This is an optimization exercise on Yosys and OpenROAD, whose aim is small area, not a production implementation. Where RTL was checked, it was by simulation tests only, not by an equivalence proof against the original. Power figures rest on the tool's default switching activity, not on a simulated workload.

Setup of rev 12:
==> flow/design.v <==
module tile_stats_accum #(
    parameter int PIX_WIDTH   = 8,
    parameter int IMG_WIDTH   = 640,
    parameter int IMG_HEIGHT  = 480,
    parameter int TILE_WIDTH  = 16,
    parameter int TILE_HEIGHT = 16,
    localparam int TX_W = $clog2(IMG_WIDTH / TILE_WIDTH),
    localparam int TY_W = $clog2(IMG_HEIGHT / TILE_HEIGHT)
) (
    input  logic                 iClk,
    input  logic                 iRst,
    input  logic                 iValid,
    input  logic                 iSof,
    input  logic [PIX_WIDTH-1:0] iData,
    output logic                 oValid,
    output logic [TX_W-1:0]      oTileX,
    output logic [TY_W-1:0]      oTileY,
    output logic [PIX_WIDTH-1:0] oMean,
    output logic [PIX_WIDTH-1:0] oMin,
    output logic [PIX_WIDTH-1:0] oMax,
    output logic                 oFrameDone
);
    localparam int TILES_X = IMG_WIDTH / TILE_WIDTH;
    localparam int TILES_Y = IMG_HEIGHT / TILE_HEIGHT;
    localparam int LXW     = $clog2(TILE_WIDTH);
    localparam int LYW     = $clog2(TILE_HEIGHT);
    localparam int AREA_W  = $clog2(TILE_WIDTH * TILE_HEIGHT);
    localparam int SUM_W   = PIX_WIDTH + AREA_W;
    localparam int ENT_W   = SUM_W + 2 * PIX_WIDTH;
    logic [LXW-1:0]  lx, eLx;
    logic [LYW-1:0]  ly, eLy;
    logic [TX_W-1:0] col, eCol;
    logic [TY_W-1:0] row, eRow;
    logic            sof, runEnd, lineEnd, tileRowEnd, frameEnd;
    logic            tileFirst, tileLast;
    assign sof  = iValid && iSof;
    assign eLx  = sof ? '0 : lx;
    assign eLy  = sof ? '0 : ly;
    assign eCol = sof ? '0 : col;
    assign eRow = sof ? '0 : row;
    assign runEnd     = &eLx;
    assign lineEnd    = runEnd && (eCol == TX_W'(TILES_X - 1));
    assign tileRowEnd = &eLy;
    assign frameEnd   = tileRowEnd && (eRow == TY_W'(TILES_Y - 1));
    assign tileFirst  = (eLx == '0) && (eLy == '0);
    assign tileLast   = runEnd && tileRowEnd;
    always_ff @(posedge iClk or negedge iRst) begin
        if (!iRst) begin
            lx  <= '0;
            ly  <= '0;
            col <= '0;
            row <= '0;
        end else if (iValid) begin
            lx <= eLx + LXW'(1);
            if (runEnd)
                col <= lineEnd ? '0 : eCol + TX_W'(1);
            else
                col <= eCol;
            if (lineEnd) begin
                ly <= eLy + LYW'(1);
                if (tileRowEnd)
                    row <= frameEnd ? '0 : eRow + TY_W'(1);
                else
                    row <= eRow;
            end else begin
                ly  <= eLy;
                row <= eRow;
            end
        end
    end
    logic [SUM_W-1:0]     curSum, nxtSum;
    logic [PIX_WIDTH-1:0] curMin, curMax, nxtMin, nxtMax;
    logic [ENT_W-1:0]     acc, nxtEnt;
    assign {curSum, curMin, curMax} = acc;
    assign nxtEnt = {nxtSum, nxtMin, nxtMax};
    always_comb begin
        nxtSum = SUM_W'(iData);
        nxtMin = iData;
        nxtMax = iData;
        if (!tileFirst) begin
            nxtSum = curSum + SUM_W'(iData);
            nxtMin = (iData < curMin) ? iData : curMin;
            nxtMax = (iData > curMax) ? iData : curMax;
        end
    end
    logic                 phase;
    logic                 lxHi, lxLo;         
    logic                 shift, shiftN;
    logic [ENT_W-1:0]     ring [1:TILES_X-1];
    logic [ENT_W-1:0]     ringIn;
    assign shift  = iValid & ~iSof & lxHi;
    assign shiftN = ~iValid | iSof | lxLo;
    assign ringIn = nxtEnt ^ {ENT_W{phase}};
    always_ff @(posedge iClk or negedge iRst) begin
        if (!iRst) begin
            phase <= 1'b0;
            lxHi  <= 1'b0;
            lxLo  <= 1'b1;
        end else begin
            phase <= ~phase;
            if (iValid) begin
                lxHi <= (eLx == LXW'(TILE_WIDTH - 2));
                lxLo <= (eLx != LXW'(TILE_WIDTH - 2));
            end
        end
    end
    always_ff @(posedge iClk) begin
        for (int i = 1; i < TILES_X - 1; i++)
            ring[i] <= ~((ring[i+1] | {ENT_W{shiftN}}) & (ring[i] | {ENT_W{shift}}));
        ring[TILES_X-1] <= ~((ringIn | {ENT_W{shiftN}}) & (ring[TILES_X-1] | {ENT_W{shift}}));
    end
    always_ff @(posedge iClk) begin
        if (iValid)
            acc <= runEnd ? (ring[1] ^ {ENT_W{phase}}) : nxtEnt;
    end
    logic rec;
    assign rec = iValid && tileLast;
    always_ff @(posedge iClk or negedge iRst) begin
        if (!iRst) begin
            oValid     <= 1'b0;
            oTileX     <= '0;
            oTileY     <= '0;
            oMean      <= '0;
            oMin       <= '0;
            oMax       <= '0;
            oFrameDone <= 1'b0;
        end else begin
            oValid     <= rec;
            oFrameDone <= rec && lineEnd && frameEnd;
            if (rec) begin
                oTileX <= eCol;
                oTileY <= eRow;
                oMean  <= nxtSum[SUM_W-1:AREA_W];
                oMin   <= nxtMin;
                oMax   <= nxtMax;
            end
        end
    end
endmodule
export LEC_CHECK = 0
export CAP_MARGIN = 20
export CORE_MARGIN = 2
export CORE_UTILIZATION = 40
export CTS_BUF_LIST = sky130_fd_sc_hd__clkbuf_16
export CTS_CLUSTER_DIAMETER = 100
export CTS_CLUSTER_SIZE = 30
export SLEW_MARGIN = 20
create_clock -name core_clock -period 8.0 [get_ports {iClk}]
standard.sh (not shown) runs the stock make flow with config.mk's settings and CLKGATE_MAP_FILE= SYNTH_SCRIPT=/design/flow/synth_recipe.tcl, a recipe that flattens the netlist after the stock synthesis.
==> flow/flow/run.sh <==
#!/bin/bash
# The standard layout, with the port buffers made from the smallest buffer cell
# instead of the one buffer_ports picks by itself. Every port still gets a buffer.
set -euo pipefail
export BUFFER_PORTS_ARGS="-buffer_cell sky130_fd_sc_hd__buf_1"
bash standard.sh > standard_flow.log 2>&1
Inputs modified between rev 12 and rev 13:
-- flow/design.v --
<<< rev 12, line 69
        end
    end
    logic [SUM_W-1:0]     curSum, nxtSum;
    logic [PIX_WIDTH-1:0] curMin, curMax, nxtMin, nxtMax;
    logic [ENT_W-1:0]     acc, nxtEnt;
    assign {curSum, curMin, curMax} = acc;
    assign nxtEnt = {nxtSum, nxtMin, nxtMax};
    always_comb begin
        nxtSum = SUM_W'(iData);
        nxtMin = iData;
        nxtMax = iData;
        if (!tileFirst) begin
            nxtSum = curSum + SUM_W'(iData);
            nxtMin = (iData < curMin) ? iData : curMin;
            nxtMax = (iData > curMax) ? iData : curMax;
        end
    end
    logic                 phase;
    logic                 lxHi, lxLo;         
    logic                 shift, shiftN;
    logic [ENT_W-1:0]     ring [1:TILES_X-1];
    logic [ENT_W-1:0]     ringIn;
    assign shift  = iValid & ~iSof & lxHi;
    assign shiftN = ~iValid | iSof | lxLo;
    assign ringIn = nxtEnt ^ {ENT_W{phase}};
    always_ff @(posedge iClk or negedge iRst) begin
        if (!iRst) begin
>>> rev 13, line 69
        end
    end
    logic                 phase;
    logic                 lxHi, lxLo;         
    logic                 shift, shiftN;
    logic [ENT_W-1:0]     ring [TILES_X];
    logic [ENT_W-1:0]     nxtE, keep0;
    assign shift  = iValid & ~iSof & lxHi;
    assign shiftN = ~iValid | iSof | lxLo;
    always_ff @(posedge iClk or negedge iRst) begin
        if (!iRst) begin
<<< rev 12, line 105
        end
    end
    always_ff @(posedge iClk) begin
        for (int i = 1; i < TILES_X - 1; i++)
            ring[i] <= ~((ring[i+1] | {ENT_W{shiftN}}) & (ring[i] | {ENT_W{shift}}));
        ring[TILES_X-1] <= ~((ringIn | {ENT_W{shiftN}}) & (ring[TILES_X-1] | {ENT_W{shift}}));
    end
    always_ff @(posedge iClk) begin
        if (iValid)
            acc <= runEnd ? (ring[1] ^ {ENT_W{phase}}) : nxtEnt;
    end
    logic rec;
>>> rev 13, line 89
        end
    end
    logic [SUM_W-1:0]     curSumE, nxtSumE, addE;
    logic [PIX_WIDTH-1:0] curMinE, curMaxE, nxtMinE, nxtMaxE, dE;
    logic                 takeMin, takeMax;
    assign {curSumE, curMinE, curMaxE} = ring[0];
    assign dE      = iData ^ {PIX_WIDTH{phase}};
    assign addE    = {{(SUM_W - PIX_WIDTH){phase}}, dE};
    assign takeMin = tileFirst | ((dE < curMinE) ^ phase);
    assign takeMax = tileFirst | ((dE > curMaxE) ^ phase);
    assign nxtSumE = tileFirst ? addE : curSumE + addE + SUM_W'(phase);
    assign nxtMinE = takeMin ? dE : curMinE;
    assign nxtMaxE = takeMax ? dE : curMaxE;
    assign nxtE    = {nxtSumE, nxtMinE, nxtMaxE};
    assign keep0   = iValid ? nxtE : ring[0];
    always_ff @(posedge iClk) begin
        ring[0] <= ~((ring[1] | {ENT_W{shiftN}}) & (keep0 | {ENT_W{shift}}));
        for (int i = 1; i < TILES_X - 1; i++)
            ring[i] <= ~((ring[i+1] | {ENT_W{shiftN}}) & (ring[i] | {ENT_W{shift}}));
        ring[TILES_X-1] <= ~((nxtE | {ENT_W{shiftN}}) & (ring[TILES_X-1] | {ENT_W{shift}}));
    end
    logic rec;
<<< rev 12, line 131
                oTileX <= eCol;
                oTileY <= eRow;
                oMean  <= nxtSum[SUM_W-1:AREA_W];
                oMin   <= nxtMin;
                oMax   <= nxtMax;
            end
        end
>>> rev 13, line 125
                oTileX <= eCol;
                oTileY <= eRow;
                oMean  <= nxtSumE[SUM_W-1:AREA_W] ^ {PIX_WIDTH{phase}};
                oMin   <= nxtMinE ^ {PIX_WIDTH{phase}};
                oMax   <= nxtMaxE ^ {PIX_WIDTH{phase}};
            end
        end
Findings:
Est. power | rev 13 vs rev 12 | rev 13 higher. Between rev 12 and rev 13, the utilization does not differ in any meaningful way. Changes observed in rev 13 relative to rev 12: length in cells of the worst reg-to-reg path shows an increase of 7, leakage power total shows an increase of 0.75%, layout-stage area growth over the synthesis result shows an increase of 0.19 points, number of non-clock inverters shows an increase of 7.1%. Row sequential share of power: rev 13 lower / rev 12 higher. Looking at rev 13 and rev 12, the global-route total usage across every layer is a wash. The final routed wire length divided by cell count reported for rev 13 is smaller than that of rev 12 by about 1.2%. As far as routed wire length is concerned, rev 13 and rev 12 perform about the same.
Only the layout flow was run in rev 13; the RTL was not checked for function there.

port drivers added, routing unchanged:
How much do the figures lean on ideal ports? The routed layouts below were timed once more, with nothing changed but the port constraints. Step 1: set_driving_cell puts a clkbuf_16 on iClk and a buf_2 on each other input, an assumption about the parent block. Step 2 adds t to the input delays and takes it off the output delays; t is the mean of the earliest and latest rising clock arrival at the registers after step 1. Input paths then give back, and output paths get back, about the clock's delay inside the block. Slacks: no drivers / after step 1 / after step 2; pairs: no drivers / after step 1.
run	t (ns)	slack for setup (ns)	worst setup path at the end	worst register clock-pin slew, ns	cell pins on the clock port's net
rev 12	0.703	3.365 / 3.379 / 2.677	input to register	0.12 / 0.12	1
rev 13	0.696	3.695 / 3.723 / 3.027	input to register	0.12 / 0.12	1
After both steps setup and hold are still met in every run listed. For rev 12, which loses most, drivers alone change the setup slack by +0.014 ns; drivers and shift together by -0.688 ns.
